Source: an optimization exercise on an open RTL-to-GDS flow (aim: a short achievable clock period and few clock cycles per item). Production flows keep margins and buffers that such runs may drop.
At most, simulation tests tie the RTL to the original design; equivalence was not proved.
Power is estimated from default activity; no workload was simulated.

== JK ==
Design pixel_frame_statistics_unit, start of the top module:
module pixel_frame_statistics_unit (
    input  logic                      i_clk,
    input  logic                      i_rst_n,
    input  logic                      i_cfg_we,
    input  logic [pfs_pkg::CFG_W-1:0] i_cfg_wdata,
    input  logic                      i_pix_valid,
    output logic                      o_pix_ready,
    input  logic [24:0]               i_pix,
    output logic                      o_rpt_valid,
    input  logic                      i_rpt_ready,
    output logic [50:0]               o_rpt
);
For scale: ~3400 cells after synthesis, ~1100 flip-flops, roughly 96 I/O pins, roughly 42000 sq um of cells after synthesis.
==> flow/config.mk <==
export PLATFORM = sky130hd
export DESIGN_NAME = pixel_frame_statistics_unit
export DESIGN_NICKNAME = pixel_frame_statistics_unit
export VERILOG_FILES = /design/flow/design.v
export SDC_FILE = /design/flow/constraint.sdc
export NUM_CORES = 4
export LEC_CHECK = 0
export ABC_CLOCK_PERIOD_IN_PS = 1500
export CAP_MARGIN = 20
export CORE_MARGIN = 2
export CORE_UTILIZATION = 40
export CTS_CLUSTER_DIAMETER = 80
export CTS_CLUSTER_SIZE = 20
export PLACE_DENSITY = 0.6
export SETUP_SLACK_MARGIN = 2.6
export SLEW_MARGIN = 20
==> flow/constraint.sdc <==
create_clock -name core_clock -period 4.5 [get_ports {i_clk}]
set_input_delay 0.9000 -clock core_clock [delete_from_list [all_inputs] [get_ports {i_clk}]]
set_output_delay 0.9000 -clock core_clock [all_outputs]
set_load 0.01 [all_outputs]
standard.sh (not shown) runs the stock make flow with config.mk's settings and CLKGATE_MAP_FILE= SYNTH_SCRIPT=/design/flow/synth_recipe.tcl, a recipe that flattens the netlist after the stock synthesis.
==> flow/flow/run.sh <==
#!/bin/bash
# The standard layout, except that after placement each output port's
# buffer is moved next to the flip-flop that drives it (flow/near.tcl) and
# the placement is legalized again; then the standard flow carries on from
# clock tree synthesis. Synthesis is the standard one. Each tool's output
# goes to a log of its own here: orfs_place.log, near.log, orfs_finish.log
# (ORFS also keeps per-step logs under orfs/logs).
set -euo pipefail
bash standard.sh place > orfs_place.log 2>&1
RES=$(ls -d "$PWD"/orfs/results/*/pixel_frame_statistics_unit/base)
PLATFORM_DIR="$FLOW_HOME/platforms/$FLOW_PLATFORM" RESULTS="$RES" \
  openroad -no_init -exit flow/near.tcl > near.log 2>&1
bash standard.sh finish > orfs_finish.log 2>&1
==> flow/flow/near.tcl <==
# Moves each output port's buffer next to the flip-flop that drives it, so
# that the flip-flop's output sees one short wire, then legalizes. Reads and
# writes the placed design in place (ORFS's 3_place.odb).
set plat $::env(PLATFORM_DIR)
set res $::env(RESULTS)
read_db $res/3_place.odb
set block [ord::get_db_block]
set moved 0
foreach bt [$block getBTerms] {
  if {[$bt getIoType] ne "OUTPUT"} continue
  set net [$bt getNet]
  if {$net eq "NULL"} continue
  set buf ""
  foreach it [$net getITerms] {
    if {[$it isOutputSignal]} { set buf [$it getInst] }
  }
  if {$buf eq ""} continue
  # the buffer's input net and its driver
  set src ""
  foreach it [$buf getITerms] {
    if {[$it isInputSignal]} {
      set n [$it getNet]
      if {$n eq "NULL"} continue
      foreach jt [$n getITerms] { if {[$jt isOutputSignal]} { set src [$jt getInst] } }
    }
  }
  if {$src eq ""} continue
  lassign [$src getLocation] x y
  $buf setLocation $x $y
  incr moved
}
puts "near: moved $moved output buffers"
detailed_placement
check_placement -verbose
write_db $res/3_place.odb
JK did not stop at any stage, and its layout met the timing, DRC and antenna checks.
Testbench counts of JK, summed over its fixed seeds: cycles 11,236, pixels 11,032.
Setup changes, JK to MS
Settings: removing CTS_CLUSTER_SIZE (formerly 20); changing SETUP_SLACK_MARGIN from 2.6 to 3.0; removing CTS_CLUSTER_DIAMETER (formerly 80).
==> flow/run.sh (new file) <==
#!/bin/bash
# synth_recipe.tcl (not shown) runs the flow's synth.tcl, then flattens the netlist and writes it again
# the make line also repeats each setting of config.mk as NAME=value (left out here)
make -C /OpenROAD-flow-scripts/flow DESIGN_CONFIG=/design/flow/config.mk WORK_HOME=/design/flow/orfs CLKGATE_MAP_FILE= SYNTH_SCRIPT=/design/flow/synth_recipe.tcl finish
removed: flow/flow/run.sh
removed: flow/flow/near.tcl
removed: flow/standard.sh
[summary]
Against JK, MS reports a global-route met3 utilization that is lower.
Compared MS against JK; cell count after placement within noise.
Worst reg-to-reg setup slack in MS vs JK: down 0.03 ns
The final reports for MS and JK show number of buffers added by the clock tree synthesis step higher in the former.
MS ends up with higher share of the clock period used by the worst path after layout than JK does.
Lower post-route minimum period goes to JK over MS.
JK has a higher initial antenna violation count than MS.
When MS is measured against JK, its power turns out 18% higher.
Comparing MS with JK, the proportion of cell area occupied by multi-input gates came out essentially unchanged.
Compared with JK, MS ends up with more cell area.
No run among JK and MS stopped early or left any final violation; all are clean.

========
build 45:
pixel_frame_statistics_unit, a different RTL version from the one above (not shown whole).
For scale: roughly 3500 cells after synthesis, roughly 1000 flip-flops, ~45000 µm² of cells after synthesis.
==> flow/config.mk <==
export PLATFORM = sky130hd
export DESIGN_NAME = pixel_frame_statistics_unit
export DESIGN_NICKNAME = pixel_frame_statistics_unit
export VERILOG_FILES = /design/flow/design.v
export SDC_FILE = /design/flow/constraint.sdc
export NUM_CORES = 4
export LEC_CHECK = 0
export ABC_CLOCK_PERIOD_IN_PS = 1500
export CAP_MARGIN = 20
export CORE_MARGIN = 2
export CORE_UTILIZATION = 40
export PLACE_DENSITY = 0.6
export SETUP_SLACK_MARGIN = 2.8
export SLEW_MARGIN = 20
==> flow/constraint.sdc <==
create_clock -name core_clock -period 4.5 [get_ports {i_clk}]
set_input_delay 0.9000 -clock core_clock [delete_from_list [all_inputs] [get_ports {i_clk}]]
set_output_delay 0.9000 -clock core_clock [all_outputs]
set_load 0.01 [all_outputs]
run.sh (not shown) runs the stock make flow with config.mk's settings and CLKGATE_MAP_FILE= SYNTH_SCRIPT=/design/flow/synth_recipe.tcl, a recipe that flattens the netlist after the stock synthesis.
Stock flow here: none of the scripts above is used.
Here is what was changed in the inputs of build 29 compared with build 45.
- SETUP_SLACK_MARGIN changed from 2.8 to 3.0
--- outcome ---
- Build 29 did not stop at any stage, and its layout met the timing, DRC and antenna checks.
- On count of non-filler cells in the finished layout: build 29 sits above build 45.
- Relative to build 45, the fmax measured on build 29 has decreased by a few percent.
- Comparing build 29 against build 45, there is no change at all in number of signal-net inverters in the final layout.
- Relative to build 45, the final design instance area without fill of build 29 is higher by about 3.6%.
- Build 45 -> build 29: total negative setup slack delta 0, exact match
- Final wirelength of build 29 exceeds that of build 45 by a few percent.
- Lower worst setup slack was reported by build 29, not build 45.
- Compared with build 45, build 29 shows first-pass iteration count of the detailed router lower by 1.
- Number of global-route vias before repair, build 29 and build 45: larger value in build 29
What build 27 does differently from build 29 at the input level:
- changing SETUP_SLACK_MARGIN from 3.0 to 2.6
[summary]
- [compare] base=build 29 new=build 27: final antenna diode count went down 2; global-route wire length before repair went down 15%; number of global-route vias before repair went down 3546.
- Via count ends up higher on build 29.
- Re number of buffers added for setup after CTS: build 27 and build 29 aren't equal, and the higher value belongs to build 29.
- Build 29 has higher area growth from synthesis to layout than build 27.
- Taking build 27 over build 29, the routed length per placed instance ratio works out to 0.874.
No functional check of the RTL was part of any run of this note.

========
pixel_frame_statistics_unit, a different RTL version from the one above (not shown whole).
Size: about 96 I/O pins, about 0.038 mm2 of cells after synthesis.
==> flow/design.v (excerpt) <==
module pixel_frame_statistics_unit (
    input  logic                      i_clk,
    input  logic                      i_rst_n,
    input  logic                      i_cfg_we,
    input  logic [pfs_pkg::CFG_W-1:0] i_cfg_wdata,
    input  logic                      i_pix_valid,
    output logic                      o_pix_ready,
    input  logic [24:0]               i_pix,
    output logic                      o_rpt_valid,
    input  logic                      i_rpt_ready,
    output logic [50:0]               o_rpt
);
clock: 4.5 ns
lec_check: 0
abc_clock_period_in_ps: 1500
cap_margin: 20
core_margin: 2
core_utilization: 40
cts_cluster_diameter: 50
cts_cluster_size: 25
place_density: 0.6
setup_slack_margin: 3.0
slew_margin: 20
The first run passed the timing, DRC and antenna checks.
Change:
--- a/flow/config.mk
+++ b/flow/config.mk
@@ -12,2 +11,0 @@
-export CTS_CLUSTER_DIAMETER = 50
-export CTS_CLUSTER_SIZE = 25
Hold slack got worse by 0.0043 ns.
Via count went down by 3.4%.
Clock skew went down by 0.0043 ns.
Cell count went down by about 2.4%.
First-iteration DRC count hardly moves.
Final area went down by about 4.4%.
Maximum frequency hardly moves.
Non-clock buffer count went down by 93.
Setup slack stays flat.
Function was not checked in any run of this note: the RTL went through the layout flow alone.

========
run A:
pixel_frame_statistics_unit with an RTL version that a note above also has.
Size: ~1100 flip-flops, ~42000 um2 of cells after synthesis.
clock: 4.5 ns
lec_check: 0
abc_clock_period_in_ps: 1500
cap_margin: 20
core_margin: 2
core_utilization: 40
place_density: 0.6
setup_slack_margin: 2.8
slew_margin: 20
standard.sh (not shown) runs the stock make flow with config.mk's settings and CLKGATE_MAP_FILE= SYNTH_SCRIPT=/design/flow/synth_recipe.tcl, a recipe that flattens the netlist after the stock synthesis.
==> flow/flow/run.sh <==
#!/bin/bash
# The standard layout, with the report-side ports (o_rpt, o_rpt_valid,
# i_rpt_ready) kept together on the middle of the die's right edge, so that
# the output registers sit next to their port buffers. Everything else,
# synthesis included, is the standard flow. The full make output (every
# tool's) goes to orfs.log; ORFS keeps its per-step logs under orfs/logs.
set -euo pipefail
export IO_CONSTRAINTS="$PWD/flow/io.tcl"
bash standard.sh finish > orfs.log 2>&1
==> flow/flow/io.tcl <==
# Pin constraints read by ORFS's floorplan step (IO_CONSTRAINTS): the
# report-side ports go together on the middle of the right edge.
set_io_pin_constraint -pin_names {o_rpt[0] o_rpt[1] o_rpt[2] o_rpt[3] o_rpt[4] o_rpt[5] o_rpt[6] o_rpt[7] o_rpt[8] o_rpt[9] o_rpt[10] o_rpt[11] o_rpt[12] o_rpt[13] o_rpt[14] o_rpt[15] o_rpt[16] o_rpt[17] o_rpt[18] o_rpt[19] o_rpt[20] o_rpt[21] o_rpt[22] o_rpt[23] o_rpt[24] o_rpt[25] o_rpt[26] o_rpt[27] o_rpt[28] o_rpt[29] o_rpt[30] o_rpt[31] o_rpt[32] o_rpt[33] o_rpt[34] o_rpt[35] o_rpt[36] o_rpt[37] o_rpt[38] o_rpt[39] o_rpt[40] o_rpt[41] o_rpt[42] o_rpt[43] o_rpt[44] o_rpt[45] o_rpt[46] o_rpt[47] o_rpt[48] o_rpt[49] o_rpt[50] o_rpt_valid i_rpt_ready} -region right:100-220
Run A: full flow OK, the timing, DRC and antenna checks passed
Testbench counts of run A, summed over its fixed seeds: cycles 11,236, pixels 11,032.
Changes in run B relative to run A:
==> flow/run.sh (new file) <==
#!/bin/bash
# synth_recipe.tcl (not shown) runs the flow's synth.tcl, then flattens the netlist and writes it again
# the make line also repeats each setting of config.mk as NAME=value (left out here)
make -C /OpenROAD-flow-scripts/flow DESIGN_CONFIG=/design/flow/config.mk WORK_HOME=/design/flow/orfs CLKGATE_MAP_FILE= SYNTH_SCRIPT=/design/flow/synth_recipe.tcl finish
--- a/flow/config.mk
+++ b/flow/config.mk
@@ -11,2 +11,4 @@
 export CORE_UTILIZATION = 40
+export CTS_CLUSTER_DIAMETER = 80
+export CTS_CLUSTER_SIZE = 20
 export PLACE_DENSITY = 0.6
removed: flow/flow/run.sh
removed: flow/flow/io.tcl
removed: flow/standard.sh
Notes after the runs:
Share of the final layout cell area in multi-input gates in run B vs run A: up 0.81 points
Setup slack delta (run B − run A): favourable
Compared with run A, run B shows a share of total power in combinational logic that is 0.8 points higher.
Run B and run A ended up with roughly the same simple logic cell fraction of the synthesized area.
Wire length on met3 shrinks by more than 10% when moving from run A to run B.
The utilization in run B sits 2.5 points below the value recorded for run A.
Relative to run A, combined global-route utilization of all metal layers has decreased by 1.4 points in run B.
Post-CTS clock slew at the launch and capture registers of the worst setup and hold paths for run B: 0.03 ns up relative to run A
Hold slack in run B is 0.022 ns higher than in run A
What run C does differently from run B at the input level:
==> flow/flow/run.sh (new file) <==
#!/bin/bash
# The standard layout, except that after placement each output port's
# buffer is moved next to the flip-flop that drives it (flow/near.tcl) and
# the placement is legalized again; then the standard flow carries on from
# clock tree synthesis. Synthesis is the standard one. Each tool's output
# goes to a log of its own here: orfs_place.log, near.log, orfs_finish.log
# (ORFS also keeps per-step logs under orfs/logs).
set -euo pipefail
bash standard.sh place > orfs_place.log 2>&1
RES=$(ls -d "$PWD"/orfs/results/*/pixel_frame_statistics_unit/base)
PLATFORM_DIR="$FLOW_HOME/platforms/$FLOW_PLATFORM" RESULTS="$RES" \
  openroad -no_init -exit flow/near.tcl > near.log 2>&1
bash standard.sh finish > orfs_finish.log 2>&1
==> flow/flow/near.tcl (new file) <==
# Moves each output port's buffer next to the flip-flop that drives it, so
# that the flip-flop's output sees one short wire, then legalizes. Reads and
# writes the placed design in place (ORFS's 3_place.odb).
set plat $::env(PLATFORM_DIR)
set res $::env(RESULTS)
read_db $res/3_place.odb
set block [ord::get_db_block]
set moved 0
foreach bt [$block getBTerms] {
  if {[$bt getIoType] ne "OUTPUT"} continue
  set net [$bt getNet]
  if {$net eq "NULL"} continue
  set buf ""
  foreach it [$net getITerms] {
    if {[$it isOutputSignal]} { set buf [$it getInst] }
  }
  if {$buf eq ""} continue
  # the buffer's input net and its driver
  set src ""
  foreach it [$buf getITerms] {
    if {[$it isInputSignal]} {
      set n [$it getNet]
      if {$n eq "NULL"} continue
      foreach jt [$n getITerms] { if {[$jt isOutputSignal]} { set src [$jt getInst] } }
    }
  }
  if {$src eq ""} continue
  lassign [$src getLocation] x y
  $buf setLocation $x $y
  incr moved
}
puts "near: moved $moved output buffers"
detailed_placement
check_placement -verbose
write_db $res/3_place.odb
==> flow/standard.sh (new file) <==
#!/bin/bash
# synth_recipe.tcl (not shown) runs the flow's synth.tcl, then flattens the netlist and writes it again
# the make line also repeats each setting of config.mk as NAME=value (left out here)
make -C /OpenROAD-flow-scripts/flow DESIGN_CONFIG=/design/flow/config.mk WORK_HOME=/design/flow/orfs CLKGATE_MAP_FILE= SYNTH_SCRIPT=/design/flow/synth_recipe.tcl "${@:-finish}"
removed: flow/run.sh
## What came out
Per the comparison of run C with run B, share of layout cells above drive strength 1 +1.8 points; fraction of met2 tracks used by global routing held steady; maximum clock frequency increased 8.4 MHz; multi-input combinational area share held steady; clock skew comparable. Having completed the whole flow, run C delivered a layout that passed the timing, DRC and antenna checks. From run B to run C the numbers moved as follows: power up 0.56%, sequential standard cell area flat, post-route minimum period down 0.035 ns.
--- input diff run C..run D ---
==> flow/run.sh (new file) <==
#!/bin/bash
# synth_recipe.tcl (not shown) runs the flow's synth.tcl, then flattens the netlist and writes it again
# the make line also repeats each setting of config.mk as NAME=value (left out here)
make -C /OpenROAD-flow-scripts/flow DESIGN_CONFIG=/design/flow/config.mk WORK_HOME=/design/flow/orfs CLKGATE_MAP_FILE= SYNTH_SCRIPT=/design/flow/synth_recipe.tcl finish
--- a/flow/config.mk
+++ b/flow/config.mk
@@ -11,4 +11,2 @@
 export CORE_UTILIZATION = 40
-export CTS_CLUSTER_DIAMETER = 80
-export CTS_CLUSTER_SIZE = 20
 export PLACE_DENSITY = 0.6
removed: flow/flow/run.sh
removed: flow/flow/near.tcl
removed: flow/standard.sh
Notes after the runs:
Share of synthesized area spent on multiplexers: run C vs run D identical
Count of inserted antenna diode cells sits lower in run D than in run C.
Going from run C to run D, clock-pin slew on the worst setup and hold paths shrinks by 0.03 ns.
Worst hold slack ends up lower on run C.
Maximum frequency shrinks by a few percent when moving from run C to run D.
Total power, run D and run C, higher one = run D.
Run D vs. run C: combinational group share of total power went down by 1.4 points.
--- input diff run D..run E ---
--- a/flow/config.mk
+++ b/flow/config.mk
@@ -11,2 +11,4 @@
 export CORE_UTILIZATION = 40
+export CTS_CLUSTER_DIAMETER = 60
+export CTS_CLUSTER_SIZE = 25
 export PLACE_DENSITY = 0.6
Notes after the runs:
In terms of met1 wire length, run E and run D differ only marginally.
Relative to run D, post-route cell area decreased by 2.1% in run E.
Going from run D to run E, area taken by multi-input logic gates now larger; first-pass GRT wire length now smaller; required time of the critical path comparable.
No stage failed in run E, and the final checks on the layout all came back clean.
Compared with run D, in run E routed wire length climbed 0.63%; sequential portion of the cell area saw an increase; power drawn by the clock network saw a decrease.

re-timing with driven ports:
The flow's constraints put no driver on any port. The routed layouts listed below were extracted and timed again, unchanged, in two steps.
Step 1 assumes that a clkbuf_16 drives the clock port and a buf_2 every other input.
Step 2, shift: input delay + t, output delay - t, t = (earliest + latest rising clock arrival at the registers) / 2. This alone moves slack from input paths to output paths.
a / b / c = no drivers / after step 1 / after step 2; a / b = the first two.
run	shift t [ns]	slack for setup (ns)	latest minus earliest clock arrival (ns)
JK	0.693	2.490 / 2.428 / 2.021	0.025 / 0.025
MS	0.760	2.361 / 2.293 / 2.085	0.029 / 0.030
build 45	0.770	2.277 / 2.277 / 1.527	0.049 / 0.049
build 29	0.770	2.225 / 2.225 / 1.498	0.045 / 0.045
build 27	0.756	2.277 / 2.277 / 1.540	0.036 / 0.036
the first run of note 3	0.748	2.271 / 2.271 / 1.713	0.040 / 0.039
the second run of note 3	0.729	2.274 / 2.274 / 1.852	0.034 / 0.034
run A	0.758	2.351 / 2.283 / 2.148	0.066 / 0.065
run B	0.706	2.444 / 2.376 / 2.080	0.034 / 0.035
run C	0.708	2.478 / 2.413 / 2.143	0.034 / 0.034
run D	0.748	2.400 / 2.335 / 2.050	0.027 / 0.027
run E	0.714	2.429 / 2.364 / 2.120	0.041 / 0.041
After both steps every run listed still meets setup and hold. For build 45, which loses most, drivers alone change the setup slack by 0.000 ns; drivers and shift together by -0.750 ns.
